What follows belongs to an exercise in optimizing a design on an open flow for small area and a short achievable clock period; a production flow would make more cautious choices. RTL that was checked went through simulation tests only; none was proved equivalent to the original. Only the layout flow was run in run 1; the RTL was not checked for function there. Power and IR drop assume default switching activity.

$ cat design/flow/design.v
package logo_key_pkg;
  typedef struct packed {
    logic [8-1:0] hi;    
    logic [8-1:0] lo;    
    logic [8-1:0] key;   
  } logo_pixel_t;
  typedef struct packed {
    logic [12-1:0] x;
    logic [11-1:0] y;
  } raster_pos_t;
  typedef struct packed {
    logic [12-1:0] x_start;
    logic [11-1:0] y_start;
    logic [12-1:0] x_end;
    logic [11-1:0] y_end;
  } window_t;
  typedef struct packed {
    logic [10-1:0] hi;
    logic [10-1:0] lo;
  } video_word_t;
  typedef struct packed {
    logic f;
    logic v;
    logic h;
  } hvf_t;
  typedef enum logic [4-1:0] {
    REG_MODE    = 4'd0,
    REG_X_START = 4'd1,
    REG_Y_START = 4'd2,
    REG_X_END   = 4'd3,
    REG_Y_END   = 4'd4
  } reg_addr_e;
  typedef enum logic [2:0] {
    FS_IDLE,
    FS_FILL_FIRST,    
    FS_FILL_SECOND,   
    FS_REFILL         
  } fetch_state_e;
endpackage
`timescale 1ns/1ps
module raster_counter (
  input  logic                  Pclk_Rx,
  input  logic                  reset_n,
  input  logo_key_pkg::hvf_t    rx_hvf,
  input  logo_key_pkg::window_t window,     
  input  logo_key_pkg::window_t win_pend,   
  output logic                  frame_start,
  output logic                  in_window
);
  logic [12-1:0] x_cnt;
  logic [11-1:0] y_cnt;
  logic               h_d;   
  logic               v_d;
  logic               x_hit;   
  logic               y_hit;   
  logic [12-1:0] x_inc;
  logic [11-1:0] y_inc;
  logic               h_rise;
  logic               xz_w, xz_p, xi_w;
  logic               yz_w, yi_w, yc_p;
  logic               x_hit_nx, y_hit_nx;
  assign x_inc = x_cnt + 1'b1;
  assign y_inc = y_cnt + 1'b1;
  assign xz_w = (window.x_start == '0) && (window.x_end != '0);
  assign xz_p = (win_pend.x_start == '0) && (win_pend.x_end != '0);
  assign xi_w = (x_inc >= window.x_start) && (x_inc < window.x_end);
  assign yz_w = (window.y_start == '0) && (window.y_end != '0);
  assign yi_w = (y_inc >= window.y_start) && (y_inc < window.y_end);
  assign yc_p = (y_cnt >= win_pend.y_start) && (y_cnt < win_pend.y_end);
  assign frame_start = v_d && !rx_hvf.v;
  assign h_rise      = rx_hvf.h && !h_d;
  always_comb
  begin
    if (rx_hvf.h)
      x_hit_nx = frame_start ? xz_p : xz_w;
    else
      x_hit_nx = xi_w;
    if (h_rise)
    begin
      if (rx_hvf.v)
        y_hit_nx = yz_w;
      else
        y_hit_nx = yi_w;
    end
    else
      y_hit_nx = frame_start ? yc_p : y_hit;
  end
  always_ff @(posedge Pclk_Rx or negedge reset_n)
  begin
    if (!reset_n)
    begin
      x_cnt <= '0;
      y_cnt <= '0;
      h_d   <= 1'b0;
      v_d   <= 1'b0;
      x_hit <= 1'b0;
      y_hit <= 1'b0;
    end
    else
    begin
      h_d   <= rx_hvf.h;
      v_d   <= rx_hvf.v;
      x_hit <= x_hit_nx;
      y_hit <= y_hit_nx;
      if (rx_hvf.h)
        x_cnt <= '0;
      else
        x_cnt <= x_inc;
      if (h_rise)   
      begin
        if (rx_hvf.v)
          y_cnt <= '0;   
        else
          y_cnt <= y_inc;
      end
    end
  end
  assign in_window = !rx_hvf.h && !rx_hvf.v && x_hit && y_hit;
endmodule
`timescale 1ns/1ps
module key_regs (
  input  logic                      Pclk_Rx,
  input  logic                      reset_n,
  input  logic                      reg_wr,
  input  logic [4-1:0] reg_addr,
  input  logic [16-1:0]      reg_data,
  input  logic                      frame_start,
  output logo_key_pkg::window_t     win_pend,     
  output logo_key_pkg::window_t     window,       
  output logic                      key_enable
);
  logic en_pend;
  always_ff @(posedge Pclk_Rx or negedge reset_n)
  begin
    if (!reset_n)
    begin
      win_pend <= '0;
      en_pend  <= 1'b0;
    end
    else if (reg_wr)
    begin
      case (reg_addr)
        logo_key_pkg::REG_MODE:    en_pend          <= reg_data[0];
        logo_key_pkg::REG_X_START: win_pend.x_start <= reg_data[12-1:0];
        logo_key_pkg::REG_Y_START: win_pend.y_start <= reg_data[11-1:0];
        logo_key_pkg::REG_X_END:   win_pend.x_end   <= reg_data[12-1:0];
        logo_key_pkg::REG_Y_END:   win_pend.y_end   <= reg_data[11-1:0];
        default: ;   
      endcase
    end
  end
  always_ff @(posedge Pclk_Rx or negedge reset_n)
  begin
    if (!reset_n)
    begin
      window     <= '0;   
      key_enable <= 1'b0;
    end
    else if (frame_start)
    begin
      window     <= win_pend;
      key_enable <= en_pend;
    end
  end
endmodule
`timescale 1ns/1ps
module logo_fetch_fsm (
  input  logic Pclk_Rx,
  input  logic reset_n,
  input  logic frame_start,
  input  logic refill_need,
  input  logic mem_valid,
  output logic fetch_req,
  output logic fetch_restart
);
  logo_key_pkg::fetch_state_e state;
  logic [5:0]   word_cnt;     
  logic         pending;      
  logic         burst_done;
  assign burst_done = mem_valid && (word_cnt == 6'(48 - 1));
  always_ff @(posedge Pclk_Rx or negedge reset_n)
  begin
    if (!reset_n)
    begin
      state         <= logo_key_pkg::FS_IDLE;
      word_cnt      <= '0;
      pending       <= 1'b0;
      fetch_req     <= 1'b0;
      fetch_restart <= 1'b0;
    end
    else
    begin
      fetch_req     <= 1'b0;   
      fetch_restart <= 1'b0;
      if (frame_start)
      begin
        state         <= logo_key_pkg::FS_FILL_FIRST;
        word_cnt      <= '0;
        pending       <= 1'b0;
        fetch_req     <= 1'b1;
        fetch_restart <= 1'b1;
      end
      else
      begin
        if (mem_valid)
          word_cnt <= burst_done ? '0 : word_cnt + 1'b1;
        case (state)
          logo_key_pkg::FS_IDLE:
            if (refill_need)
            begin
              fetch_req <= 1'b1;
              state     <= logo_key_pkg::FS_REFILL;
            end
          logo_key_pkg::FS_FILL_FIRST:
          begin
            if (refill_need)
              pending <= 1'b1;
            if (burst_done)
            begin
              fetch_req <= 1'b1;   
              state     <= logo_key_pkg::FS_FILL_SECOND;
            end
          end
          default:  
            if (burst_done)
            begin
              if (pending || refill_need)
              begin
                fetch_req <= 1'b1;
                pending   <= 1'b0;
                state     <= logo_key_pkg::FS_REFILL;
              end
              else
                state <= logo_key_pkg::FS_IDLE;
            end
            else if (refill_need)
              pending <= 1'b1;
        endcase
      end
    end
  end
endmodule
`timescale 1ns/1ps
module logo_buffer (
  input  logic        Pclk_Rx,
  input  logic        reset_n,
  input  logic        frame_start,
  input  logic        in_window,
  input  logic        mem_valid,
  input  logic [23:0] mem_pixel,
  output logic [23:0] logo_pixel,    
  output logic        refill_need
);
  localparam int PTR_W = $clog2(96);
  localparam logic [PTR_W-1:0] LAST = PTR_W'(96 - 1);
  localparam logic [PTR_W-1:0] HALF_LAST = PTR_W'(48 - 1);
  localparam int DEPTH = 96;
  localparam int NL = 8;                    
  localparam int NG = DEPTH / NL;
  logic [23:0] ring [0:DEPTH-1];
  logic [PTR_W-1:0] wr_ptr;
  logic [PTR_W-1:0] rd_ptr;
  logic [PTR_W-1:0] rd_nxt;      
  logic [PTR_W-1:0] rd_nxt_inc;  
  logic [NG-1:0]    nxt_grp;     
  logic [NL-1:0]    nxt_lane;    
  logic [NG-1:0]    grp_nx;
  logic [NL-1:0]    lane_nx;
  logic [NG-1:0]    wr_grp;      
  logic [NL-1:0]    wr_lane;
  logic             wq_valid;    
  logic [PTR_W-1:0] wq_ptr;
  logic [23:0]      wq_word;
  logic [NG-1:0]    wq_grp;      
  logic [NL-1:0]    wq_lane;
  logic [DEPTH-1:0] nxt_sel;     
  logic             nxt_wq;      
  logic             nxt_wq_nx;
  logic [23:0]      tree_lo, tree_hi;
  logic [23:0]      rd_lo, rd_hi, zero_read;
  logic             use_wq, use_lo, use_hi;
  logic             use_wq_nx, use_hi_nx;
  logic             wr_at_rd, wr_at_nxt, wr_at_0;
  always_comb
  begin
    for (int g = 0; g < NG; g++)
      wr_grp[g] = (wr_ptr[PTR_W-1:3] == 4'(g));
    for (int l = 0; l < NL; l++)
      wr_lane[l] = (wr_ptr[2:0] == 3'(l));
  end
  always_ff @(posedge Pclk_Rx or negedge reset_n)
  begin
    if (!reset_n)
    begin
      wq_valid <= 1'b0;
      wq_grp   <= '0;
    end
    else
    begin
      wq_valid <= mem_valid;
      wq_grp   <= wr_grp & {NG{mem_valid}};
    end
  end
  always_ff @(posedge Pclk_Rx)
  begin
    wq_ptr  <= wr_ptr;
    wq_lane <= wr_lane;
    wq_word <= mem_pixel;
  end
  always_ff @(posedge Pclk_Rx)
  begin
    for (int i = 0; i < DEPTH; i++)
      if (wq_grp[i / NL] && wq_lane[i % NL])
        ring[i] <= wq_word;
  end
  always_comb
  begin
    if (frame_start)
    begin
      grp_nx  = NG'(1);
      lane_nx = NL'(2);
      nxt_wq_nx = mem_valid && (wr_ptr == PTR_W'(1));
    end
    else if (in_window)
    begin
      lane_nx = {nxt_lane[NL-2:0], nxt_lane[NL-1]};
      grp_nx  = nxt_lane[NL-1] ? {nxt_grp[NG-2:0], nxt_grp[NG-1]} : nxt_grp;
      nxt_wq_nx = mem_valid && (wr_ptr == rd_nxt_inc);
    end
    else
    begin
      lane_nx = nxt_lane;
      grp_nx  = nxt_grp;
      nxt_wq_nx = mem_valid && (wr_ptr == rd_nxt);
    end
  end
  always_ff @(posedge Pclk_Rx)
  begin
    for (int i = 0; i < DEPTH; i++)
      nxt_sel[i] <= grp_nx[i / NL] && lane_nx[i % NL]
                    && !(mem_valid && wr_grp[i / NL] && wr_lane[i % NL]);
    nxt_wq <= nxt_wq_nx;
  end
  always_comb
  begin
    tree_lo = nxt_wq ? wq_word : '0;
    tree_hi = '0;
    for (int i = 0; i < DEPTH / 2; i++)
      tree_lo = tree_lo | (ring[i] & {24{nxt_sel[i]}});
    for (int i = DEPTH / 2; i < DEPTH; i++)
      tree_hi = tree_hi | (ring[i] & {24{nxt_sel[i]}});
  end
  assign zero_read = (wq_valid && wq_ptr == '0) ? wq_word : ring[0];
  assign logo_pixel = ({24{use_wq}} & wq_word) | ({24{use_lo}} & rd_lo) | ({24{use_hi}} & rd_hi);
  assign wr_at_rd  = mem_valid && (wr_ptr == rd_ptr);
  assign wr_at_nxt = mem_valid && (wr_ptr == rd_nxt);
  assign wr_at_0   = mem_valid && (wr_ptr == '0);
  always_comb
  begin
    if (frame_start)
    begin
      use_wq_nx = wr_at_0;
      use_hi_nx = 1'b0;
    end
    else if (in_window)
    begin
      use_wq_nx = wr_at_nxt;
      use_hi_nx = !wr_at_nxt && !nxt_wq && (|nxt_grp[NG-1:NG/2]);
    end
    else
    begin
      use_wq_nx = wr_at_rd;
      use_hi_nx = 1'b0;
    end
  end
  always_ff @(posedge Pclk_Rx)
  begin
    if (frame_start)
      rd_lo <= zero_read;
    else if (in_window)
      rd_lo <= tree_lo;
    else
      rd_lo <= logo_pixel;
    rd_hi <= tree_hi;
  end
  always_ff @(posedge Pclk_Rx or negedge reset_n)
  begin
    if (!reset_n)
    begin
      use_wq <= 1'b0;
      use_lo <= 1'b1;
      use_hi <= 1'b0;
    end
    else
    begin
      use_wq <= use_wq_nx;
      use_lo <= !use_wq_nx && !use_hi_nx;
      use_hi <= use_hi_nx;
    end
  end
  assign rd_nxt_inc = (rd_nxt == LAST) ? '0 : rd_nxt + 1'b1;
  always_ff @(posedge Pclk_Rx or negedge reset_n)
  begin
    if (!reset_n)
    begin
      wr_ptr      <= '0;
      rd_ptr      <= '0;
      rd_nxt      <= PTR_W'(1);
      nxt_grp     <= NG'(1);
      nxt_lane    <= NL'(2);
      refill_need <= 1'b0;
    end
    else if (frame_start)
    begin
      wr_ptr      <= '0;
      rd_ptr      <= '0;
      rd_nxt      <= PTR_W'(1);
      nxt_grp     <= NG'(1);
      nxt_lane    <= NL'(2);
      refill_need <= 1'b0;
    end
    else
    begin
      if (mem_valid)
        wr_ptr <= (wr_ptr == LAST) ? '0 : wr_ptr + 1'b1;
      if (in_window)
      begin
        rd_ptr <= rd_nxt;
        rd_nxt <= rd_nxt_inc;
      end
      nxt_lane <= lane_nx;
      nxt_grp  <= grp_nx;
      refill_need <= in_window && (rd_ptr == HALF_LAST || rd_ptr == LAST);
    end
  end
endmodule
`timescale 1ns/1ps
module blend_csa (
  input  logic [7:0]  fg,
  input  logic [7:0]  bg,
  input  logic [7:0]  key,
  output logic [47:0] r   
);
  wire [7:0] m0 = key[0] ? fg : bg;
  wire [7:0] m1 = key[1] ? fg : bg;
  wire [7:0] m2 = key[2] ? fg : bg;
  wire [7:0] m3 = key[3] ? fg : bg;
  wire [7:0] m4 = key[4] ? fg : bg;
  wire [7:0] m5 = key[5] ? fg : bg;
  wire [7:0] m6 = key[6] ? fg : bg;
  wire [7:0] m7 = key[7] ? fg : bg;
  wire ts0 = m0[5] ^ m1[4];
  wire tc0 = m0[5] & m1[4];
  wire ts1 = m0[6] ^ m1[5] ^ m2[4];
  wire tc1 = (m0[6] & m1[5]) | (m0[6] & m2[4]) | (m1[5] & m2[4]);
  wire ts2 = m3[3] ^ m4[2];
  wire tc2 = m3[3] & m4[2];
  wire ts3 = m0[7] ^ m1[6] ^ m2[5];
  wire tc3 = (m0[7] & m1[6]) | (m0[7] & m2[5]) | (m1[6] & m2[5]);
  wire ts4 = m3[4] ^ m4[3] ^ m5[2];
  wire tc4 = (m3[4] & m4[3]) | (m3[4] & m5[2]) | (m4[3] & m5[2]);
  wire ts5 = m6[1] ^ m7[0];
  wire tc5 = m6[1] & m7[0];
  wire ts6 = m1[7] ^ m2[6] ^ m3[5];
  wire tc6 = (m1[7] & m2[6]) | (m1[7] & m3[5]) | (m2[6] & m3[5]);
  wire ts7 = m4[4] ^ m5[3] ^ m6[2];
  wire tc7 = (m4[4] & m5[3]) | (m4[4] & m6[2]) | (m5[3] & m6[2]);
  wire ts8 = m2[7] ^ m3[6] ^ m4[5];
  wire tc8 = (m2[7] & m3[6]) | (m2[7] & m4[5]) | (m3[6] & m4[5]);
  wire ts9 = m0[3] ^ m1[2];
  wire tc9 = m0[3] & m1[2];
  wire ts10 = m0[4] ^ m1[3] ^ m2[2];
  wire tc10 = (m0[4] & m1[3]) | (m0[4] & m2[2]) | (m1[3] & m2[2]);
  wire ts11 = m3[1] ^ m4[0];
  wire tc11 = m3[1] & m4[0];
  wire ts12 = m2[3] ^ m3[2] ^ m4[1];
  wire tc12 = (m2[3] & m3[2]) | (m2[3] & m4[1]) | (m3[2] & m4[1]);
  wire ts13 = m5[0] ^ bg[5] ^ ts0;
  wire tc13 = (m5[0] & bg[5]) | (m5[0] & ts0) | (bg[5] & ts0);
  wire ts14 = m5[1] ^ m6[0] ^ bg[6];
  wire tc14 = (m5[1] & m6[0]) | (m5[1] & bg[6]) | (m6[0] & bg[6]);
  wire ts15 = ts1 ^ ts2 ^ tc0;
  wire tc15 = (ts1 & ts2) | (ts1 & tc0) | (ts2 & tc0);
  wire ts16 = bg[7] ^ ts3 ^ ts4;
  wire tc16 = (bg[7] & ts3) | (bg[7] & ts4) | (ts3 & ts4);
  wire ts17 = ts5 ^ tc1 ^ tc2;
  wire tc17 = (ts5 & tc1) | (ts5 & tc2) | (tc1 & tc2);
  wire ts18 = m7[1] ^ ts6 ^ ts7;
  wire tc18 = (m7[1] & ts6) | (m7[1] & ts7) | (ts6 & ts7);
  wire ts19 = tc3 ^ tc4 ^ tc5;
  wire tc19 = (tc3 & tc4) | (tc3 & tc5) | (tc4 & tc5);
  wire ts20 = m5[4] ^ m6[3] ^ m7[2];
  wire tc20 = (m5[4] & m6[3]) | (m5[4] & m7[2]) | (m6[3] & m7[2]);
  wire ts21 = ts8 ^ tc6 ^ tc7;
  wire tc21 = (ts8 & tc6) | (ts8 & tc7) | (tc6 & tc7);
  wire ts22 = m3[7] ^ m4[6] ^ m5[5];
  wire tc22 = (m3[7] & m4[6]) | (m3[7] & m5[5]) | (m4[6] & m5[5]);
  wire ts23 = m6[4] ^ m7[3] ^ tc8;
  wire tc23 = (m6[4] & m7[3]) | (m6[4] & tc8) | (m7[3] & tc8);
  wire ts24 = m4[7] ^ m5[6] ^ m6[5];
  wire tc24 = (m4[7] & m5[6]) | (m4[7] & m6[5]) | (m5[6] & m6[5]);
  wire ts25 = m0[2] ^ m1[1];
  wire tc25 = m0[2] & m1[1];
  wire ts26 = m2[1] ^ m3[0] ^ bg[3];
  wire tc26 = (m2[1] & m3[0]) | (m2[1] & bg[3]) | (m3[0] & bg[3]);
  wire ts27 = bg[4] ^ ts10 ^ ts11;
  wire tc27 = (bg[4] & ts10) | (bg[4] & ts11) | (ts10 & ts11);
  wire ts28 = ts12 ^ ts13 ^ tc10;
  wire tc28 = (ts12 & ts13) | (ts12 & tc10) | (ts13 & tc10);
  wire ts29 = ts14 ^ ts15 ^ tc12;
  wire tc29 = (ts14 & ts15) | (ts14 & tc12) | (ts15 & tc12);
  wire ts30 = ts16 ^ ts17 ^ tc14;
  wire tc30 = (ts16 & ts17) | (ts16 & tc14) | (ts17 & tc14);
  wire ts31 = ts18 ^ ts19 ^ tc16;
  wire tc31 = (ts18 & ts19) | (ts18 & tc16) | (ts19 & tc16);
  wire ts32 = ts20 ^ ts21 ^ tc18;
  wire tc32 = (ts20 & ts21) | (ts20 & tc18) | (ts21 & tc18);
  wire ts33 = ts22 ^ ts23 ^ tc20;
  wire tc33 = (ts22 & ts23) | (ts22 & tc20) | (ts23 & tc20);
  wire ts34 = m7[4] ^ ts24 ^ tc22;
  wire tc34 = (m7[4] & ts24) | (m7[4] & tc22) | (ts24 & tc22);
  wire ts35 = m5[7] ^ m6[6] ^ m7[5];
  wire tc35 = (m5[7] & m6[6]) | (m5[7] & m7[5]) | (m6[6] & m7[5]);
  assign r[0] = m0[0];
  assign r[16] = bg[0];
  assign r[32] = 1'b0;
  assign r[1] = m0[1];
  assign r[17] = m1[0];
  assign r[33] = bg[1];
  assign r[2] = m2[0];
  assign r[18] = bg[2];
  assign r[34] = ts25;
  assign r[3] = ts9;
  assign r[19] = ts26;
  assign r[35] = tc25;
  assign r[4] = tc9;
  assign r[20] = ts27;
  assign r[36] = tc26;
  assign r[5] = tc11;
  assign r[21] = ts28;
  assign r[37] = tc27;
  assign r[6] = tc13;
  assign r[22] = ts29;
  assign r[38] = tc28;
  assign r[7] = tc15;
  assign r[23] = ts30;
  assign r[39] = tc29;
  assign r[8] = tc17;
  assign r[24] = ts31;
  assign r[40] = tc30;
  assign r[9] = tc19;
  assign r[25] = ts32;
  assign r[41] = tc31;
  assign r[10] = tc21;
  assign r[26] = ts33;
  assign r[42] = tc32;
  assign r[11] = tc23;
  assign r[27] = ts34;
  assign r[43] = tc33;
  assign r[12] = tc24;
  assign r[28] = ts35;
  assign r[44] = tc34;
  assign r[13] = m6[7];
  assign r[29] = m7[6];
  assign r[45] = tc35;
  assign r[14] = m7[7];
  assign r[30] = 1'b0;
  assign r[46] = 1'b0;
  assign r[15] = 1'b0;
  assign r[31] = 1'b0;
  assign r[47] = 1'b0;
endmodule
module blend_add (
  input  logic [47:0] r,
  output logic [7:0]  q
);
  wire us0 = r[0] ^ r[16];
  wire uc0 = r[0] & r[16];
  wire us1 = r[1] ^ r[17] ^ r[33];
  wire uc1 = (r[1] & r[17]) | (r[1] & r[33]) | (r[17] & r[33]);
  wire us2 = r[2] ^ r[18] ^ r[34];
  wire uc2 = (r[2] & r[18]) | (r[2] & r[34]) | (r[18] & r[34]);
  wire us3 = r[3] ^ r[19] ^ r[35];
  wire uc3 = (r[3] & r[19]) | (r[3] & r[35]) | (r[19] & r[35]);
  wire us4 = r[4] ^ r[20] ^ r[36];
  wire uc4 = (r[4] & r[20]) | (r[4] & r[36]) | (r[20] & r[36]);
  wire us5 = r[5] ^ r[21] ^ r[37];
  wire uc5 = (r[5] & r[21]) | (r[5] & r[37]) | (r[21] & r[37]);
  wire us6 = r[6] ^ r[22] ^ r[38];
  wire uc6 = (r[6] & r[22]) | (r[6] & r[38]) | (r[22] & r[38]);
  wire us7 = r[7] ^ r[23] ^ r[39];
  wire uc7 = (r[7] & r[23]) | (r[7] & r[39]) | (r[23] & r[39]);
  wire us8 = r[8] ^ r[24] ^ r[40];
  wire uc8 = (r[8] & r[24]) | (r[8] & r[40]) | (r[24] & r[40]);
  wire us9 = r[9] ^ r[25] ^ r[41];
  wire uc9 = (r[9] & r[25]) | (r[9] & r[41]) | (r[25] & r[41]);
  wire us10 = r[10] ^ r[26] ^ r[42];
  wire uc10 = (r[10] & r[26]) | (r[10] & r[42]) | (r[26] & r[42]);
  wire us11 = r[11] ^ r[27] ^ r[43];
  wire uc11 = (r[11] & r[27]) | (r[11] & r[43]) | (r[27] & r[43]);
  wire us12 = r[12] ^ r[28] ^ r[44];
  wire uc12 = (r[12] & r[28]) | (r[12] & r[44]) | (r[28] & r[44]);
  wire us13 = r[13] ^ r[29] ^ r[45];
  wire uc13 = (r[13] & r[29]) | (r[13] & r[45]) | (r[29] & r[45]);
  wire us14 = r[14] ^ r[30] ^ r[46];
  wire uc14 = (r[14] & r[30]) | (r[14] & r[46]) | (r[30] & r[46]);
  wire us15 = r[15] ^ r[31] ^ r[47];
  wire uc15 = (r[15] & r[31]) | (r[15] & r[47]) | (r[31] & r[47]);
  wire [15:0] s, c;
  assign s[0] = r[32];
  assign c[0] = us0;
  assign s[1] = us1;
  assign c[1] = uc0;
  assign s[2] = us2;
  assign c[2] = uc1;
  assign s[3] = us3;
  assign c[3] = uc2;
  assign s[4] = us4;
  assign c[4] = uc3;
  assign s[5] = us5;
  assign c[5] = uc4;
  assign s[6] = us6;
  assign c[6] = uc5;
  assign s[7] = us7;
  assign c[7] = uc6;
  assign s[8] = us8;
  assign c[8] = uc7;
  assign s[9] = us9;
  assign c[9] = uc8;
  assign s[10] = us10;
  assign c[10] = uc9;
  assign s[11] = us11;
  assign c[11] = uc10;
  assign s[12] = us12;
  assign c[12] = uc11;
  assign s[13] = us13;
  assign c[13] = uc12;
  assign s[14] = us14;
  assign c[14] = uc13;
  assign s[15] = us15;
  assign c[15] = uc14;
  wire [15:0] g0 = s & c;
  wire [15:0] p0 = s ^ c;
  wire [15:0] g1, p1;
  assign g1[0] = g0[0];
  assign p1[0] = p0[0];
  assign g1[1] = g0[1] | (p0[1] & g0[0]);
  assign p1[1] = p0[1] & p0[0];
  assign g1[2] = g0[2] | (p0[2] & g0[1]);
  assign p1[2] = p0[2] & p0[1];
  assign g1[3] = g0[3] | (p0[3] & g0[2]);
  assign p1[3] = p0[3] & p0[2];
  assign g1[4] = g0[4] | (p0[4] & g0[3]);
  assign p1[4] = p0[4] & p0[3];
  assign g1[5] = g0[5] | (p0[5] & g0[4]);
  assign p1[5] = p0[5] & p0[4];
  assign g1[6] = g0[6] | (p0[6] & g0[5]);
  assign p1[6] = p0[6] & p0[5];
  assign g1[7] = g0[7] | (p0[7] & g0[6]);
  assign p1[7] = p0[7] & p0[6];
  assign g1[8] = g0[8] | (p0[8] & g0[7]);
  assign p1[8] = p0[8] & p0[7];
  assign g1[9] = g0[9] | (p0[9] & g0[8]);
  assign p1[9] = p0[9] & p0[8];
  assign g1[10] = g0[10] | (p0[10] & g0[9]);
  assign p1[10] = p0[10] & p0[9];
  assign g1[11] = g0[11] | (p0[11] & g0[10]);
  assign p1[11] = p0[11] & p0[10];
  assign g1[12] = g0[12] | (p0[12] & g0[11]);
  assign p1[12] = p0[12] & p0[11];
  assign g1[13] = g0[13] | (p0[13] & g0[12]);
  assign p1[13] = p0[13] & p0[12];
  assign g1[14] = g0[14] | (p0[14] & g0[13]);
  assign p1[14] = p0[14] & p0[13];
  assign g1[15] = g0[15] | (p0[15] & g0[14]);
  assign p1[15] = p0[15] & p0[14];
  wire [15:0] g2, p2;
  assign g2[0] = g1[0];
  assign p2[0] = p1[0];
  assign g2[1] = g1[1];
  assign p2[1] = p1[1];
  assign g2[2] = g1[2] | (p1[2] & g1[0]);
  assign p2[2] = p1[2] & p1[0];
  assign g2[3] = g1[3] | (p1[3] & g1[1]);
  assign p2[3] = p1[3] & p1[1];
  assign g2[4] = g1[4] | (p1[4] & g1[2]);
  assign p2[4] = p1[4] & p1[2];
  assign g2[5] = g1[5] | (p1[5] & g1[3]);
  assign p2[5] = p1[5] & p1[3];
  assign g2[6] = g1[6] | (p1[6] & g1[4]);
  assign p2[6] = p1[6] & p1[4];
  assign g2[7] = g1[7] | (p1[7] & g1[5]);
  assign p2[7] = p1[7] & p1[5];
  assign g2[8] = g1[8] | (p1[8] & g1[6]);
  assign p2[8] = p1[8] & p1[6];
  assign g2[9] = g1[9] | (p1[9] & g1[7]);
  assign p2[9] = p1[9] & p1[7];
  assign g2[10] = g1[10] | (p1[10] & g1[8]);
  assign p2[10] = p1[10] & p1[8];
  assign g2[11] = g1[11] | (p1[11] & g1[9]);
  assign p2[11] = p1[11] & p1[9];
  assign g2[12] = g1[12] | (p1[12] & g1[10]);
  assign p2[12] = p1[12] & p1[10];
  assign g2[13] = g1[13] | (p1[13] & g1[11]);
  assign p2[13] = p1[13] & p1[11];
  assign g2[14] = g1[14] | (p1[14] & g1[12]);
  assign p2[14] = p1[14] & p1[12];
  assign g2[15] = g1[15] | (p1[15] & g1[13]);
  assign p2[15] = p1[15] & p1[13];
  wire [15:0] g3, p3;
  assign g3[0] = g2[0];
  assign p3[0] = p2[0];
  assign g3[1] = g2[1];
  assign p3[1] = p2[1];
  assign g3[2] = g2[2];
  assign p3[2] = p2[2];
  assign g3[3] = g2[3];
  assign p3[3] = p2[3];
  assign g3[4] = g2[4] | (p2[4] & g2[0]);
  assign p3[4] = p2[4] & p2[0];
  assign g3[5] = g2[5] | (p2[5] & g2[1]);
  assign p3[5] = p2[5] & p2[1];
  assign g3[6] = g2[6] | (p2[6] & g2[2]);
  assign p3[6] = p2[6] & p2[2];
  assign g3[7] = g2[7] | (p2[7] & g2[3]);
  assign p3[7] = p2[7] & p2[3];
  assign g3[8] = g2[8] | (p2[8] & g2[4]);
  assign p3[8] = p2[8] & p2[4];
  assign g3[9] = g2[9] | (p2[9] & g2[5]);
  assign p3[9] = p2[9] & p2[5];
  assign g3[10] = g2[10] | (p2[10] & g2[6]);
  assign p3[10] = p2[10] & p2[6];
  assign g3[11] = g2[11] | (p2[11] & g2[7]);
  assign p3[11] = p2[11] & p2[7];
  assign g3[12] = g2[12] | (p2[12] & g2[8]);
  assign p3[12] = p2[12] & p2[8];
  assign g3[13] = g2[13] | (p2[13] & g2[9]);
  assign p3[13] = p2[13] & p2[9];
  assign g3[14] = g2[14] | (p2[14] & g2[10]);
  assign p3[14] = p2[14] & p2[10];
  assign g3[15] = g2[15] | (p2[15] & g2[11]);
  assign p3[15] = p2[15] & p2[11];
  wire [15:0] g4, p4;
  assign g4[0] = g3[0];
  assign p4[0] = p3[0];
  assign g4[1] = g3[1];
  assign p4[1] = p3[1];
  assign g4[2] = g3[2];
  assign p4[2] = p3[2];
  assign g4[3] = g3[3];
  assign p4[3] = p3[3];
  assign g4[4] = g3[4];
  assign p4[4] = p3[4];
  assign g4[5] = g3[5];
  assign p4[5] = p3[5];
  assign g4[6] = g3[6];
  assign p4[6] = p3[6];
  assign g4[7] = g3[7];
  assign p4[7] = p3[7];
  assign g4[8] = g3[8] | (p3[8] & g3[0]);
  assign p4[8] = p3[8] & p3[0];
  assign g4[9] = g3[9] | (p3[9] & g3[1]);
  assign p4[9] = p3[9] & p3[1];
  assign g4[10] = g3[10] | (p3[10] & g3[2]);
  assign p4[10] = p3[10] & p3[2];
  assign g4[11] = g3[11] | (p3[11] & g3[3]);
  assign p4[11] = p3[11] & p3[3];
  assign g4[12] = g3[12] | (p3[12] & g3[4]);
  assign p4[12] = p3[12] & p3[4];
  assign g4[13] = g3[13] | (p3[13] & g3[5]);
  assign p4[13] = p3[13] & p3[5];
  assign g4[14] = g3[14] | (p3[14] & g3[6]);
  assign p4[14] = p3[14] & p3[6];
  assign g4[15] = g3[15] | (p3[15] & g3[7]);
  assign p4[15] = p3[15] & p3[7];
  assign q[0] = p0[8] ^ g4[7];
  assign q[1] = p0[9] ^ g4[8];
  assign q[2] = p0[10] ^ g4[9];
  assign q[3] = p0[11] ^ g4[10];
  assign q[4] = p0[12] ^ g4[11];
  assign q[5] = p0[13] ^ g4[12];
  assign q[6] = p0[14] ^ g4[13];
  assign q[7] = p0[15] ^ g4[14];
endmodule
module video_keyer (
  input  logic        Pclk_Rx,
  input  logic        reset_n,
  input  logic [19:0] rx_data,      
  input  logic [2:0]  rx_hvf,
  input  logic [23:0] logo_pixel,   
  input  logic        key_on,
  output logic [19:0] tx_data,
  output logic [2:0]  tx_hvf
);
  logic [19:0] s1_video;
  logic        s1_key_on;
  logic [2:0]  s1_hvf;
  logic [47:0] s1_r_hi, s1_r_lo;
  logic [47:0] r_hi, r_lo;
  logic [7:0]  q_hi, q_lo;
  blend_csa u_csa_hi (.fg(logo_pixel[23:16]), .bg(rx_data[19:12]), .key(logo_pixel[7:0]),
                      .r(r_hi));
  blend_csa u_csa_lo (.fg(logo_pixel[15:8]),  .bg(rx_data[9:2]),   .key(logo_pixel[7:0]),
                      .r(r_lo));
  always_ff @(posedge Pclk_Rx or negedge reset_n)
  begin
    if (!reset_n)
    begin
      s1_video  <= '0;
      s1_key_on <= 1'b0;
      s1_hvf    <= '0;
    end
    else
    begin
      s1_video  <= rx_data;
      s1_key_on <= key_on;
      s1_hvf    <= rx_hvf;
    end
  end
  always_ff @(posedge Pclk_Rx)
  begin
    s1_r_hi <= r_hi;
    s1_r_lo <= r_lo;
  end
  blend_add u_add_hi (.r(s1_r_hi), .q(q_hi));
  blend_add u_add_lo (.r(s1_r_lo), .q(q_lo));
  always_ff @(posedge Pclk_Rx or negedge reset_n)
  begin
    if (!reset_n)
    begin
      tx_data <= '0;
      tx_hvf  <= '0;
    end
    else
    begin
      if (s1_key_on)
        tx_data <= {q_hi, 2'b11, q_lo, 2'b11};
      else
        tx_data <= s1_video;
      tx_hvf <= s1_hvf;
    end
  end
endmodule
`timescale 1ns/1ps
module logo_key (
  input  logic                      Pclk_Rx,
  input  logic                      reset_n,
  input  logic [2*10-1:0] rx_data,     
  input  logic [2:0]                rx_hvf,      
  input  logic                      reg_wr,
  input  logic [4-1:0] reg_addr,
  input  logic [16-1:0]      reg_data,
  input  logic                      mem_valid,
  input  logic [3*8-1:0]   mem_pixel,   
  output logic [2*10-1:0] tx_data,     
  output logic [2:0]                tx_hvf,      
  output logic                      fetch_req,
  output logic                      fetch_restart
);
  logo_key_pkg::hvf_t    rx_sync;
  logo_key_pkg::window_t window;
  logo_key_pkg::window_t win_pend;
  logic [23:0] logo_pixel;
  logic        frame_start;
  logic        in_window;
  logic        key_enable;
  logic        refill_need;
  assign rx_sync = rx_hvf;
  raster_counter u_raster_counter (
    .Pclk_Rx     (Pclk_Rx),
    .reset_n     (reset_n),
    .rx_hvf      (rx_sync),
    .window      (window),
    .win_pend    (win_pend),
    .frame_start (frame_start),
    .in_window   (in_window)
  );
  key_regs u_key_regs (
    .Pclk_Rx     (Pclk_Rx),
    .reset_n     (reset_n),
    .reg_wr      (reg_wr),
    .reg_addr    (reg_addr),
    .reg_data    (reg_data),
    .frame_start (frame_start),
    .win_pend    (win_pend),
    .window      (window),
    .key_enable  (key_enable)
  );
  logo_fetch_fsm u_logo_fetch_fsm (
    .Pclk_Rx       (Pclk_Rx),
    .reset_n       (reset_n),
    .frame_start   (frame_start),
    .refill_need   (refill_need),
    .mem_valid     (mem_valid),
    .fetch_req     (fetch_req),
    .fetch_restart (fetch_restart)
  );
  logo_buffer u_logo_buffer (
    .Pclk_Rx     (Pclk_Rx),
    .reset_n     (reset_n),
    .frame_start (frame_start),
    .in_window   (in_window),
    .mem_valid   (mem_valid),
    .mem_pixel   (mem_pixel),
    .logo_pixel  (logo_pixel),
    .refill_need (refill_need)
  );
  video_keyer u_video_keyer (
    .Pclk_Rx    (Pclk_Rx),
    .reset_n    (reset_n),
    .rx_data    (rx_data),
    .rx_hvf     (rx_hvf),
    .logo_pixel (logo_pixel),
    .key_on     (in_window && key_enable),
    .tx_data    (tx_data),
    .tx_hvf     (tx_hvf)
  );
endmodule
$ cat design/flow/run.sh
#!/bin/bash
# synth_recipe.tcl (not shown) runs the flow's synth.tcl, then flattens the netlist and writes it again
# the make line also repeats each setting of config.mk as NAME=value (left out here)
make -C /OpenROAD-flow-scripts/flow DESIGN_CONFIG=/design/flow/config.mk WORK_HOME=/design/flow/orfs CLKGATE_MAP_FILE= SYNTH_SCRIPT=/design/flow/synth_recipe.tcl finish
$ cat design/flow/config.mk
export PLATFORM = sky130hd
export DESIGN_NAME = logo_key
export DESIGN_NICKNAME = logo_key
export VERILOG_FILES = /design/flow/design.v
export SDC_FILE = /design/flow/constraint.sdc
export NUM_CORES = 4
export LEC_CHECK = 0
export CAP_MARGIN = 20
export CORE_MARGIN = 2
export CORE_UTILIZATION = 40
export SETUP_SLACK_MARGIN = 4.9
export SLEW_MARGIN = 20
$ cat design/flow/constraint.sdc
create_clock -name core_clock -period 8.0 [get_ports {Pclk_Rx}]
set_input_delay 1.6000 -clock core_clock [delete_from_list [all_inputs] [get_ports {Pclk_Rx}]]
set_output_delay 1.6000 -clock core_clock [all_outputs]
set_load 0.01 [all_outputs]
==> results of run 1 <==
-- synthesized netlist by cell type (86+ instances only) --
library cell | instances | share of area (%)
o21ai_0 | 91 | 0.44
a22o_1 | 477 | 4.0
dfxtp_1 | 268 | 5.1
fa_1 | 86 | 1.6
edfxtp_1 | 2304 | 66
a211oi_1 | 107 | 0.77
nand2_1 | 163 | 0.59
inv_1 | 134 | 0.48
and2_1 | 102 | 0.61
dfrtp_1 | 231 | 5.5
a22oi_1 | 226 | 1.6
mux2_2 | 129 | 1.4
clkbuf_1 | 245 | 0.88
a221oi_1 | 475 | 4.0
nor2_1 | 108 | 0.39
ha_1 | 113 | 1.4
nand4_1 | 152 | 0.91
-- worst max-delay path by stage --
stage                               startpoint                   endpoint  slack [ps]  cells past startpoint
final                     u_logo_buffer.use_wq  u_video_keyer.s1_r_hi[22]        4430                     10
after global routing      u_logo_buffer.use_wq  u_video_keyer.s1_r_hi[23]        4380                     10
after CTS                 u_logo_buffer.use_wq  u_video_keyer.s1_r_lo[25]        4580                     11
after detailed placement             rx_hvf[0]     u_logo_buffer.rd_lo[3]        2760                      7
after global placement               rx_hvf[1]  u_logo_buffer.nxt_sel[76]        2720                      8
after floorplan                    rx_data[16]  u_video_keyer.s1_r_hi[22]        4650                      4
-- cell type report --
class	instances	area share [%]
Sequential cell	2807	65.93
Multi-Input combinational cell	2757	18.79
Clock buffer	414	6.984
Tap cell	3402	3.484
Timing Repair Buffer	428	3.224
Clock inverter	123	1.016
Inverter	141	0.5459
Antenna cell	10	0.02048
-- metrics by stage --
stage	worst slack, ps	std cells	utilization (%)	power (mW)
after floorplan	4654	6004	-	20.34
after global placement	2718	9445	42.65	22.05
after detailed placement	2758	9446	42.66	22.17
after CTS	4581	10049	46.87	36.66
after global routing	4376	10075	47.03	38.17
final	4430	10082	47.04	36.93
-- report_power, final --
| group | switching (mW) | leakage (nW) | total, mW | internal (mW) |
|---|---|---|---|---|
| registers | 0.440 | 25.9 | 16.9 | 16.4 |
| logic | 3.53 | 10.8 | 6.11 | 2.59 |
| clock network | 5.72 | 4.77 | 14.0 | 8.23 |
-- placed cells by master, fill, tap and decap left out, types with 21 or more instances in the layout --
master,n
nor2_1,102
bufinv_16,24
nor2b_1,22
nand3_1,77
fa_1,69
a221oi_1,475
clkbuf_16,318
dfxtp_4,24
nand2_1,138
a211oi_1,107
ha_1,112
a22o_1,477
inv_1,125
o21ai_0,77
xor2_1,24
clkbuf_8,21
nor4_1,42
a22oi_1,208
clkbuf_1,74
dfrtp_1,226
buf_6,22
a222oi_1,32
buf_4,279
clkinv_2,40
mux2_2,126
a21oi_1,52
and2_2,88
edfxtp_1,2304
buf_2,25
clkinv_1,41
xnor2_1,23
mux2i_1,34
dfxtp_1,234
or4_1,27
nand4_1,152
clkdlybuf4s50_1,56
-- registers in the layout, summed over array words and instances, names as in the netlist, 11 cells and up --
name / flops
u_video_keyer.s1_r_hi: 42
u_raster_counter.x_cnt: 12
u_logo_buffer.nxt_sel: 96
u_video_keyer.tx_data: 20
u_logo_buffer.rd_hi: 24
u_logo_buffer.rd_lo: 24
u_logo_buffer.nxt_grp: 12
u_logo_buffer.wq_word: 24
u_video_keyer.s1_r_lo: 42
u_key_regs.win_pend: 46
u_logo_buffer.wq_grp: 12
u_logo_buffer.ring: 2304
u_video_keyer.s1_video: 20
u_raster_counter.y_cnt: 11
u_key_regs.window: 46
-- cell families after synthesis --
kind of cell	after synthesis	share of synthesized area (%)
AOI/OAI and AO/OA	1561	12.10
muxes	178	1.865
buffers and inverters	441	1.656
DFF	2807	77.02
xor gates and xnor gates	48	0.4026
and+or+nand+nor	770	3.949
adders and majority gates	199	3.002
-- layer usage --
metal  wire (um)  vias up
met1      139300    34431
met2      169300     5879
met3       59400     1189
li1            -    25593
met4       22190       14
met5         100        -
-- timing repair --
action                     4_1_cts  5_1_grt
gates cloned                     8        2
buffers inserted                58       20
setup endpoints to repair      275       63
hold buffers                     0        0
pin swaps                       35       24
gates resized for setup        233       48
-- critical path, delay by kind of cell, from the launching register on --
kind,cells,cell delay [ps]
compound gates,2,540
fa+ha+maj,3,1520
buf+inv,5,990
flops,1,430
==> summary.txt, run 1 <==
status=finished clean; post-synth net total=6274; sequential area share after synthesis=77.02%; hold wc startpoint=u_video_keyer.s1_hvf[2]; clk root buf=clkbuf_16; die area=roughly 270000 um2; critical path endpoint category=register; CTS max path bufs=4; initial DRC count=12614; TritonCTS clock tree=built; Die W=about 500 um; core area=259700 um2; Post-Syn Instances=6004; final instance area=~120000 um2; met2 usage=a little over two fifths; worst vdd ir=~0.31 mV; Max Slew Vio Count=0; crit path DAT=4430 ps; Post-DP Area=110800 um2; Slew Limit Headroom=17.13%; Clock Sinks=approximately 2800; initial antenna violation count=22; antenna-violating nets left=0; Syn Std Cell Area=104400 um2; Max H-tree Level=5; input/output buffers=91; Clock Skew=roughly 90 ps; Post-synth EDFFs=2304; Syn-to-layout area delta=16.99%; Routed WL=about 400000 um; CP Max Fanout=7; Final Setup Violations=0; leakage=~42 nW; global-route met3 utilization=approximately 9%; WP data required=8860 ps; via count=67106; Fin Hold WS=356.4 ps; layout cells sized above 1=17.99%; Final GP Congestion=0.8537; floorplan row count=about 190; unrepaired setup endpoints after global routing=yes; Worst-Skew Late Latency=~970 ps; first-pass GRT wire length=521700 um; Fill cells=21707; drt pass-1 iters=9; Cell Pwr Density=just over 300 nW/um2; final hold vios=0; Cells on Worst Hold Path=0; Setup TNS=0 ps; overflow left after global routing=0; R2R setup slack=4430 ps; met1 Usage GRT=37.99%; asr flop ratio synth=8.372%; startpoint types=register; Worst-path clk slew=60 ps; drt via density=between 6 and 7; crit-path cells=buf_12, buf_16, a222oi_1, bufbuf_16, buf_12, buf_12, a21oi_4, fa_2, fa_1, fa_2; Worst R2R Path Depth=10; most used cell, CP=buf_12; critical path type=register to register; Crit Reg-Reg Endpoint=u_video_keyer.s1_r_hi[22]; IO Pins=96; YS warnings=6; busiest grt layer=met2; FMAX=280.2 MHz; Initial Util=40.21%; Crit-path slowest cell=fa_2; gr usage total=28.63%; Worst Max-Slew Pin Slew=between 1000 and 1500 ps; Distinct cells, synth=about 80; HP Class=register to register; DR WL/cell=around 39 um; flops & latches, synth=about 2800; r2r startpoint=u_logo_buffer.use_wq; Max-Cap Viols=0; via count of the first global-routing pass=between 60000 and 70000; DRC viols=0; largest net degree at the start of global routing=between 150 and 200; final net count=roughly 6700; TritonCTS Buffers=308; predominant post-synthesis flop cell=edfxtp_1; post-route clock period utilization=between 40 and 50%; worst hold endpoint=u_video_keyer.tx_hvf[2]; area of the multi-input gates=22960 um2; Die H=515.0 um; Avg Cell Area, Syn=17.39 um2; min cycle time layout=3570 ps; CP max stage delay=540 ps; sequential cell area=80550 um2; hpwl dp=198800 um
==> run 2, diff against run 1 <==
--- a/design/flow/design.v
+++ b/design/flow/design.v
@@ -277,9 +277,8 @@
   logic             nxt_wq;      
   logic             nxt_wq_nx;
   logic [23:0]      tree_lo, tree_hi;
-  logic [23:0]      rd_lo, rd_hi, zero_read;
-  logic             use_wq, use_lo, use_hi;
-  logic             use_wq_nx, use_hi_nx;
+  logic [23:0]      rd_lo, rd_hi, rd_wq, zero_read;
+  logic             use_wq_nx, use_hi_nx, use_lo_nx;
   logic             wr_at_rd, wr_at_nxt, wr_at_0;
   always_comb
   begin
@@ -351,7 +350,7 @@
       tree_hi = tree_hi | (ring[i] & {24{nxt_sel[i]}});
   end
   assign zero_read = (wq_valid && wq_ptr == '0) ? wq_word : ring[0];
-  assign logo_pixel = ({24{use_wq}} & wq_word) | ({24{use_lo}} & rd_lo) | ({24{use_hi}} & rd_hi);
+  assign logo_pixel = rd_lo | rd_hi | rd_wq;
   assign wr_at_rd  = mem_valid && (wr_ptr == rd_ptr);
   assign wr_at_nxt = mem_valid && (wr_ptr == rd_nxt);
   assign wr_at_0   = mem_valid && (wr_ptr == '0);
@@ -373,30 +372,19 @@
       use_hi_nx = 1'b0;
     end
   end
+  assign use_lo_nx = !use_wq_nx && !use_hi_nx;
   always_ff @(posedge Pclk_Rx)
   begin
-    if (frame_start)
+    if (!use_lo_nx)
+      rd_lo <= '0;
+    else if (frame_start)
       rd_lo <= zero_read;
     else if (in_window)
       rd_lo <= tree_lo;
     else
       rd_lo <= logo_pixel;
-    rd_hi <= tree_hi;
-  end
-  always_ff @(posedge Pclk_Rx or negedge reset_n)
-  begin
-    if (!reset_n)
-    begin
-      use_wq <= 1'b0;
-      use_lo <= 1'b1;
-      use_hi <= 1'b0;
-    end
-    else
-    begin
-      use_wq <= use_wq_nx;
-      use_lo <= !use_wq_nx && !use_hi_nx;
-      use_hi <= use_hi_nx;
-    end
+    rd_hi <= use_hi_nx ? tree_hi : '0;
+    rd_wq <= use_wq_nx ? mem_pixel : '0;
   end
   assign rd_nxt_inc = (rd_nxt == LAST) ? '0 : rd_nxt + 1'b1;
   always_ff @(posedge Pclk_Rx or negedge reset_n)
==> run 2 against run 1 <==
Compared with the run above: still clean; flip-flop and latch count up 21; via count up 0.41%; clock power down 9%; register-to-register slack better by 480 ps; largest cell class unchanged; largest power group unchanged.
==> summary.txt, run 2 <==
status=finished clean; Die W=516.3 um; Syn-to-layout area delta=14.92%; worst vdd ir=0.2645 mV; drt via density=6.564; max FFs per register=2304; Worst-path clk slew=60 ps; Post-synth top cells=edfxtp_1, a22o_1, a221oi_1, clkbuf_1, dfxtp_1; Setup TNS=0 ps; initial antenna violation count=9; R2R setup slack=approximately 4900 ps; core area=~260000 um2; critical path endpoint category=register; sequential area share after synthesis=77.02%; Max-Cap Viols=0; area leader, netlist=edfxtp_1; YS warnings=6; CTS max path bufs=4; WP data required=8820 ps; first-pass GRT wire length=523500 um; Slew Limit Headroom=around 16%; Worst Max-Slew Pin Slew=1261 ps; Crit Reg-Reg Endpoint=u_video_keyer.s1_r_hi[23]; CP Max Fanout=9; post-synth net total=6460; initial DRC count=12565; predominant post-synthesis flop cell=edfxtp_1; Clock Sinks=2828; hold wc startpoint=u_video_keyer.s1_hvf[2]; most common cell after layout, fill and taps aside=edfxtp_1; Largest regs=u_logo_buffer.ring (2304), u_logo_buffer.nxt_sel (96); Worst R2R Path Depth=7; top cell type's share of synthesized area=65.91%; FMAX=323.9 MHz; clock share of power=between 30% and 40%; NetSw=~8.9 mW; via count of the first global-routing pass=62701; hpwl dp=approximately 200000 um; flops & latches, synth=2828; Max Slew Vio Count=0; Largest Register=u_logo_buffer.ring; HP Class=register to register; layout cells sized above 1=approximately 15%; asr flop ratio synth=8.204%; Seq pwr share=49.4%; final hold vios=0; floorplan row count=188; Distinct cells, synth=70; Syn Std Cell Area=between 100000 and 150000 um2; Cells on Worst Hold Path=0; Final GP Congestion=approximately 0.9; antenna-violating nets left=0; Post-Syn Instances=6190; Post-synth EDFFs=~2300; Final Setup Violations=0; TritonCTS Buffers=just under 300; overflow left after global routing=0; DR WL/cell=between 30 and 40 um; unrepaired setup endpoints after global routing=yes; Initial Util=40.13%; crit path DAT=between 3000 and 4000 ps; Post-DP Area=111400 um2; Clock Skew=63.67 ps; Die H=516.3 um; Avg Cell Area, Syn=16.96 um2; via count=67378; Max H-tree Level=5; die area=266500 um2; critical path type=register to register; IO Pins=96; gr usage total=28.60%; Worst-Skew Late Latency=roughly 960 ps; leakage=40.61 nW; input/output buffers=91; Routed WL=390800 um; DRC viols=0; switching share of total power=25.74%; final instance area=120600 um2; min cycle time layout=a little over 3000 ps; largest net degree at the start of global routing=187; synth top area cells=edfxtp_1, dfxtp_1, dfrtp_1; Comb pwr share=13.4%; r2r startpoint=u_logo_buffer.rd_lo[19]; final net count=6805; Cell Pwr Density=285.1 nW/um2; internal cell power=between 20 and 30 mW; most frequent cell after synthesis=edfxtp_1; post-route clock period utilization=38.59%; Post-CTS Hold Buffers=0; worst hold endpoint=u_video_keyer.tx_hvf[2]; clk root buf=clkbuf_16; most frequent cells in the layout=edfxtp_1, a22o_1, a221oi_1; drt pass-1 iters=9; TritonCTS clock tree=built; startpoint types=register
==> run 2: cell count changes after synthesis, sizes merged, moves of 44 or more <==
| cell | delta |
|---|---|
| a22oi | -103 |
| mux2 | -69 |
| nor3 | +60 |
| a21oi | +59 |
| clkbuf | +57 |
| nor2 | +56 |
| a22o | +44 |
==> run 2: timing repair <==
item / 4_1_cts / 5_1_grt
setup endpoints to repair: 279 / 111
endpoints found under the hold margin: 0 / 0
pin swaps: 3 / 4
gates cloned: 2 / 1
setup buffers: 8 / 10
resized for setup: 158 / 49
==> run 2: cell families after synthesis <==
family	count (synthesis)	share of synthesized area, %
buf+inv	473	1.745
flops	2828	77.02
compound gates	1631	12.42
simple gates	943	4.699
xor+xnor	43	0.3588
mux	73	0.7724
fa+ha+maj	199	2.987
==> run 2: stage by stage <==
stage | total power [mW] | worst slack (ps) | instances | utilization, % | hold slack, ps
global placement | 21.64 | 2893 | 9734 | 42.59 | 343.7
CTS | 34.34 | 4889 | 10243 | 45.99 | 348.3
floorplan | 20.07 | 4517 | 6190 | - | 331.2
global route | 35.65 | 4862 | 10259 | 46.11 | 356.7
detailed placement | 21.74 | 2891 | 9735 | 42.60 | 335.6
finish | 34.40 | 4913 | 10265 | 46.12 | 346.0
==> run 2: worst max-delay path, cell delays in order (launching register included) <==
cell     delay (ps)
dfxtp_1         330
nor3_4          850
nand2_1         100
o21ai_0         150
fa_1            490
fa_1            520
inv_1            50
fa_1            420
==> run 2: per-layer routing <==
layer,up-vias,track usage [%],part of all wire [%]
met5,-,0,0.0069
met4,4,14.66,5.9
met3,1124,7.332,14
met2,5760,43.66,44
met1,34618,37.78,36
li1,25872,-,-
==> run 2: worst max-delay path by stage <==
stage	startpoint	to	depth (start not counted)	slack, ps
global placement	mem_valid	u_logo_buffer.rd_lo[1]	9	2890
floorplan	rx_data[8]	u_video_keyer.s1_r_lo[25]	8	4520
CTS	u_video_keyer.tx_data[13]	tx_data[13]	1	4890
detailed placement	rx_hvf[1]	u_logo_buffer.rd_lo[16]	8	2890
global route	u_raster_counter.y_cnt[0]	u_raster_counter.y_hit	12	4860
finish	u_logo_buffer.rd_lo[19]	u_video_keyer.s1_r_hi[23]	7	4910
==> run 2: cell type report <==
type | count | area [um2]
fillers | 22255 | 140900
flip-flops and latches | 2828 | 80970
multi-input cells | 2891 | 22850
clock buffers | 397 | 8060
well taps | 3515 | 4398
repair buffers | 376 | 3089
clock inverters | 101 | 651.9
inverters | 147 | 578.1
diodes | 10 | 25.02
==> run 2: power groups by stage <==
stage                     combinational (mW)  sequential, mW  clock [mW]
final                                   4.61            17.0        12.8
after global routing                    5.22            17.0        13.4
after CTS                               4.53            17.0        12.8
after detailed placement                4.45            17.3           0
after global placement                  4.38            17.3           0
after floorplan                         2.99            17.1           0
==> run 3, diff against run 2 <==
--- a/design/flow/config.mk
+++ b/design/flow/config.mk
@@ -8,5 +8,5 @@
 export CAP_MARGIN = 20
 export CORE_MARGIN = 2
 export CORE_UTILIZATION = 40
-export SETUP_SLACK_MARGIN = 4.9
+export SETUP_SLACK_MARGIN = 5
 export SLEW_MARGIN = 20
==> run 3 against run 2 <==
Compared with the run above: first-iteration DRC count shrank 5.9%; combinational power about the same; flip-flop and latch count is the same; still clean on timing, DRC and antenna; count of clock-buffer cells in the layout down 9; synthesized area unchanged; worst setup slack gained 39 ps; largest cell class unchanged.
==> summary.txt, run 3 <==
Max Slew Vio Count=0; Worst-path clk slew=approximately 60 ps; max FFs per register=2304; CP max stage delay=between 300 and 400 ps; HP Class=register to register; IO Pins=96; clk root buf=clkbuf_16; critical path type=register to output pin; Distinct cells, synth=70; input/output buffers=91; Largest Register=u_logo_buffer.ring; Worst R2R Path Depth=9; floorplan row count=188; Final GP Congestion=0.8816; Post-synth top cells=edfxtp_1, a22o_1, a221oi_1, clkbuf_1, dfxtp_1; Syn-to-layout area delta=15.16%; CP Max Fanout=1; Clock Skew=58.21 ps; Buf+Inv Stages, Crit Path=1; DRC viols=0; top cell type's share of synthesized area=around two thirds; status=finished clean; Post-Route Utilization=46.21%; Max H-tree Level=5; Final Setup Violations=0; gr usage total=28.38%; unrepaired setup endpoints after global routing=yes; asr flop ratio synth=8.204%; Max-Cap Viols=0; DR WL/cell=37.78 um; CTS max path bufs=4; Worst-Skew Late Latency=about 960 ps; Crit-path slowest cell=dfrtp_1; FMAX=between 300 and 400 MHz; crit-path cells=buf_6; flops & latches, synth=2828; critical path endpoint category=output pin; Initial Util=between 40% and 50%; layout cells sized above 1=between 15 and 20%; WP data required=6400 ps; most frequent cells in the layout=edfxtp_1, a22o_1, a221oi_1; initial DRC count=11819; leakage=40.70 nW; overflow left after global routing=0; Slew Limit Headroom=between 10% and 20%; startpoint types=register; via count=67016; TritonCTS clock tree=built; final hold vios=0; min cycle time layout=3048 ps; sequential area share after synthesis=77.02%; area leader, netlist=edfxtp_1; drt via density=6.528; Syn Std Cell Area=105000 um2; core area=261600 um2; most common cell after layout, fill and taps aside=edfxtp_1; Routed WL=387800 um; Cells on Worst Hold Path=0; Post-synth EDFFs=2304; predominant post-synthesis flop cell=edfxtp_1; most frequent cell after synthesis=edfxtp_1; non-filler cells, final=10266; Fill cells=roughly 22000; Die H=516.3 um; TritonCTS Buffers=287; Post-Syn Instances=6190; antenna-violating nets left=0; synth top area cells=edfxtp_1, dfxtp_1, dfrtp_1; largest net degree at the start of global routing=190; Critical Path Stages=1; die area=266500 um2; Placed Cells=roughly 9700; post-route clock period utilization=roughly two fifths; worst vdd ir=0.3663 mV; first-pass GRT wire length=519200 um; via count of the first global-routing pass=62212; drt pass-1 iters=8; crit path DAT=between 1000 and 1500 ps; YS warnings=6; Largest regs=u_logo_buffer.ring (2304), u_logo_buffer.nxt_sel (96); final net count=6804; Die W=516.3 um; Avg Cell Area, Syn=16.96 um2; Setup TNS=0 ps; hpwl dp=201600 um; initial antenna violation count=17; post-synth net total=about 6500; CP top delay family=flip-flops; Clock Sinks=2828; Worst Max-Slew Pin Slew=1236 ps; Cell Pwr Density=~290 nW/um2
run 3: cell count changes in the layout (fill, tap and decap cells not counted), sizes merged, moves of 2 or more:
cell,change
buf,+2
clkdlybuf4s50,-5
dlymetal6s2s,+3
inv,+3
clkbuf,-10
clkinv,+3
bufinv,+4
bufbuf,+2
dlygate4sd2,-4
clkdlybuf4s15,+6
diode,-3
run 3: cell type report:
class	instances	area (um2)	area share (%)
Sequential cell	2828	80950	66.97
Multi-Input combinational cell	2890	22940	18.97
Clock buffer	388	7919	6.551
Tap cell	3515	4398	3.638
Timing Repair Buffer	379	3236	2.677
Clock inverter	111	843.3	0.6976
Inverter	147	568.0	0.4699
Antenna cell	7	17.52	0.01449
Timing Repair inverter	1	8.758	0.007246
run 3: where the power goes:
group / internal, mW / total (mW) / leakage, nW / switching, mW
clock network: 7.32 / 12.9 / 4.28 / 5.55
logic: 1.84 / 4.62 / 10.3 / 2.79
registers: 16.5 / 17.0 / 26.1 / 0.514
total: 25.6 / 34.5 / 40.7 / 8.85
run 3: cell families (layout without fill, tap and decap cells):
family                   after synthesis  after routing  synth area share [%]
buffers and inverters                473           1026                 1.745
adder cells (fa/ha/maj)              199            199                 2.987
flip-flops                          2828           2828                 77.02
AND/OR/NAND/NOR                      943            944                 4.699
other                                  0              7                     0
XOR/XNOR                              43             43                0.3588
AO/OA/AOI/OAI                       1631           1631                 12.42
multiplexers                          73             73                0.7724
run 3: worst paths after layout:
check / startpoint / endpoint / slack (ps)
min in group asynchronous: reset_n / u_video_keyer.tx_data[2] / 530
worst max register to register: u_logo_buffer.rd_lo[2] / u_video_keyer.s1_r_hi[25] / 5040
worst max-delay path: u_video_keyer.tx_data[13] / tx_data[13] / 4950
worst min-delay path: u_video_keyer.s1_hvf[0] / u_video_keyer.tx_hvf[0] / 360
worst min register to register: u_video_keyer.s1_hvf[0] / u_video_keyer.tx_hvf[0] / 360
max in group asynchronous: reset_n / u_raster_counter.y_cnt[1] / 6080
run 3: metrics by stage:
step	total power, mW	setup slack [ps]	cell area [um2]	hold WS, ps
final	34.49	4952	120900	356.9
after global routing	35.70	4911	120900	371.2
after CTS	34.45	4894	120600	350.3
after detailed placement	21.72	2439	111400	339.6
after global placement	21.61	2502	111400	343.3
after floorplan	20.08	4517	105200	331.2
run 3: timing repair:
item / CTS / global route
endpoints found under the setup margin: 330 / 134
gates cloned: 4 / 0
gates resized for setup: 194 / 57
hold buffers: 0 / 0
pin swaps: 5 / 9
buffers inserted: 18 / 8
run 3: routing by layer:
layer  GRT usage [%]  up-vias  wire, um
li1                -    25874         -
met5               0        -        63
met4           13.65       10     22200
met3           7.838     1121     54350
met1           37.32    34523    139600
met2           43.49     5488    171600
==> run 4, diff against run 3 <==
--- a/design/flow/config.mk
+++ b/design/flow/config.mk
@@ -8,5 +8,7 @@
 export CAP_MARGIN = 20
 export CORE_MARGIN = 2
 export CORE_UTILIZATION = 40
-export SETUP_SLACK_MARGIN = 5
+export CTS_CLUSTER_DIAMETER = 80
+export CTS_CLUSTER_SIZE = 22
+export SETUP_SLACK_MARGIN = 4.9
 export SLEW_MARGIN = 20
==> run 4 against run 3 <==
Compared with the run above: die area did not move; clock skew fell by 23 ps; synthesized area did not move; sequential share of layout area rose by 2.5 points; still clean on timing, DRC and antenna; register-to-register slack got worse by 120 ps.
==> summary.txt, run 4 <==
status=finished clean; max FFs per register=approximately 2300; die area=266500 um2; post-synthesis xor/xnor area fraction=0.3588%; combinational family with the most area after synthesis=compound AO/OA/AOI/OAI gates; FMAX=324.2 MHz; non-filler cells, final=10017; Worst R2R Path Depth=6; TritonCTS clock tree=built; final hold vios=0; r2r startpoint=u_logo_buffer.nxt_sel[85]; synth top area cells=edfxtp_1, dfxtp_1, dfrtp_1; Post-Syn Instances=between 6000 and 7000; drt via density=between 6 and 7; DRC viols=0; CP Max Fanout=15; DR WL/cell=just under 40 um; Post-DP Area=111400 um2; Max Slew Vio Count=0; Simple-Gate Fraction of Synth Area=4.699%; antenna-violating nets left=0; Routed WL=between 300000 and 400000 um; predominant post-synthesis flop cell=edfxtp_1; compound-cell area share of the yosys netlist=12.42%; Crit Reg-Reg Endpoint=u_logo_buffer.rd_hi[14]; CTS max path bufs=3; initial DRC count=12450; Largest Register=u_logo_buffer.ring; worst hold endpoint=u_video_keyer.tx_hvf[2]; final net count=6667; startpoint types=register; Pwr Total=30.06 mW; TritonCTS Buffers=149; most frequent cell after synthesis=edfxtp_1; Placed Cells=roughly 9700; Largest regs=u_logo_buffer.ring (2304), u_logo_buffer.nxt_sel (96); post-synthesis mux area share=less than 1%; Post-synth top cells=edfxtp_1, a22o_1, a221oi_1, clkbuf_1, dfxtp_1; top cell type's share of synthesized area=65.91%; YS warnings=6; WP data required=slightly below 9000 ps; Post-CTS Hold Buffers=0; Worst-Skew Late Latency=around 860 ps; Buf+Inv Stages, Crit Path=1; Worst Max-Slew Pin Slew=approximately 1300 ps; Clock Skew=35.25 ps; Fin Hold WS=353.7 ps; Syn Std Cell Area=105000 um2; Clock Sinks=2828; Avg Cell Area, Syn=16.96 um2; R2R setup slack=4920 ps; flops & latches, synth=2828; HP Class=register to register; DP Worst Slack=2891 ps; most common cell after layout, fill and taps aside=edfxtp_1; critical path type=register to register; core area=roughly 260000 um2; CP top delay family=simple AND/OR/NAND/NOR gates; sequential area share after synthesis=77.02%; Final GP Congestion=0.8904; via count of the first global-routing pass=roughly 61000; overflow left after global routing=0; post-synth net total=between 6000 and 7000; initial antenna violation count=17; IO Pins=96; Initial Util=40.13%; Distinct cells, synth=70; Slew Limit Headroom=14.28%; Setup TNS=0 ps; drt pass-1 iters=6; hold wc startpoint=u_video_keyer.s1_hvf[2]; unrepaired setup endpoints after global routing=yes; input/output buffers=91; worst vdd ir=0.3154 mV; first-pass GRT wire length=518600 um; hpwl dp=205900 um; Final Worst Setup Slack=4915 ps; most frequent cells in the layout=edfxtp_1, a22o_1, a221oi_1; min cycle time layout=between 3000 and 4000 ps; gr usage total=between 20% and 30%; Final Setup Violations=0; layout cells sized above 1=12.54%; final instance area=between 100000 and 150000 um2; clk root buf=clkbuf_16; Cells on Worst Hold Path=0; Max H-tree Level=4; Post-Route Utilization=44.55%; Die H=516.3 um; area leader, netlist=edfxtp_1; adder-cell share of the synthesized area=under 10%; Cell Pwr Density=257.9 nW/um2; Worst-path clk slew=about 90 ps; crit-path cells=buf_4, a22o_1, a221oi_1, nand4_1, nor3_1, nor2_1; asr flop ratio synth=8.204%; crit path DAT=3780 ps; Syn-to-layout area delta=11.02%; Crit-path slowest cell=nor3_1; post-route clock period utilization=38.56%; largest net degree at the start of global routing=approximately 190; floorplan row count=~190; via count=66536; Max-Cap Viols=0; Post-synth EDFFs=2304; Fill cells=22616; leakage=approximately 39 nW; Die W=516.3 um; CP max stage delay=1040 ps; critical path endpoint category=register
-- run 4: cell counts after synthesis --
Identical to the previous run, type by type.
-- run 4: repair_timing --
item                       CTS  global route
resized for setup          127            65
cloned                       3             1
pin swaps                    3             6
hold endpoints to repair     0             0
setup endpoints to repair  283           136
buffers inserted             9            12
-- run 4: final cells by class --
| class | instances | area [um2] | share of cell area [%] |
|---|---|---|---|
| Sequential cell | 2828 | 80970 | 69.49 |
| Multi-Input combinational cell | 2891 | 22890 | 19.64 |
| Tap cell | 3515 | 4398 | 3.774 |
| Clock buffer | 231 | 4217 | 3.618 |
| Timing Repair Buffer | 380 | 3229 | 2.771 |
| Inverter | 147 | 578.1 | 0.4960 |
| Clock inverter | 20 | 237.7 | 0.2040 |
| Antenna cell | 5 | 12.51 | 0.01074 |
-- run 4: worst register-to-register path, stage by stage (launching register included) --
cell and delay, ps:
dfxtp_2 610, buf_4 370, a22o_1 240, a221oi_1 440, nand4_1 170, nor3_1 1040
nor2_1 60
-- run 4: cells by family (layout without fill, tap and decap cells) --
| kind of cell | Yosys count | after routing |
|---|---|---|
| adder cells (fa/ha/maj) | 199 | 199 |
| flip-flops | 2828 | 2828 |
| AND/OR/NAND/NOR | 943 | 945 |
| buffers and inverters | 473 | 778 |
| AO/OA/AOI/OAI | 1631 | 1631 |
| multiplexers | 73 | 73 |
| XOR/XNOR | 43 | 43 |
| other | 0 | 5 |
-- run 4: routing by layer --
layer / track usage [%] / share of wire (%) / vias up
met5: 0 / 0.026 / -
met4: 13.55 / 5.8 / 14
met3: 7.071 / 14 / 1065
met2: 43.71 / 44 / 5593
met1: 37.65 / 36 / 34418
li1: - / - / 25446
-- run 4: worst max path at each step --
| stage | depth (start not counted) | from | slack (ps) | end |
|---|---|---|---|---|
| final | 6 | u_logo_buffer.nxt_sel[85] | 4920 | u_logo_buffer.rd_hi[14] |
| after global routing | 12 | u_raster_counter.y_cnt[1] | 4790 | u_raster_counter.y_hit |
| after CTS | 6 | rx_data[8] | 4890 | u_video_keyer.s1_r_lo[24] |
| after detailed placement | 8 | rx_hvf[1] | 2890 | u_logo_buffer.rd_lo[16] |
| after global placement | 9 | mem_valid | 2890 | u_logo_buffer.rd_lo[1] |
| after floorplan | 8 | rx_data[8] | 4520 | u_video_keyer.s1_r_lo[25] |
-- run 4: power breakdown --
part	internal, mW	switching (mW)
Sequential	16.5	0.503
Combinational	1.82	2.80
Clock	3.74	4.73

-- what the ideal ports hide --
In the flow no input, the clock included, has a driving cell. The finished layouts below were timed again as built, in two steps.
Step 1 (the two cells are an assumption about what drives the block):
set clk [get_ports {Pclk_Rx}]
set_driving_cell -lib_cell sky130_fd_sc_hd__clkbuf_16 $clk
set_driving_cell -lib_cell sky130_fd_sc_hd__buf_2 [delete_from_list [all_inputs] $clk]
Step 2 adds t to the input delays and takes it off the output delays; t is the mean of the earliest and latest rising clock arrival at the registers after step 1. Input paths then give back, and output paths get back, about the clock's delay inside the block.
a / b / c = ideal ports / drivers / drivers and shift; a / b = the first two.
run	t (ns)	slack for setup (ns)	hold slack, ns	worst setup path at the end
run 1	1.031	4.430 / 4.430 / 3.640	0.356 / 0.356 / 0.356	input to register
run 2	1.034	4.913 / 4.849 / 3.968	0.346 / 0.346 / 0.346	input to register
run 3	1.036	4.952 / 4.851 / 4.063	0.357 / 0.357 / 0.357	input to register
run 4	0.936	4.915 / 4.858 / 4.050	0.354 / 0.354 / 0.354	input to register
After both steps every run listed still meets setup and hold. The setup slack of run 2, which loses most, moves by -0.064 ns with the drivers and by -0.945 ns with both steps.
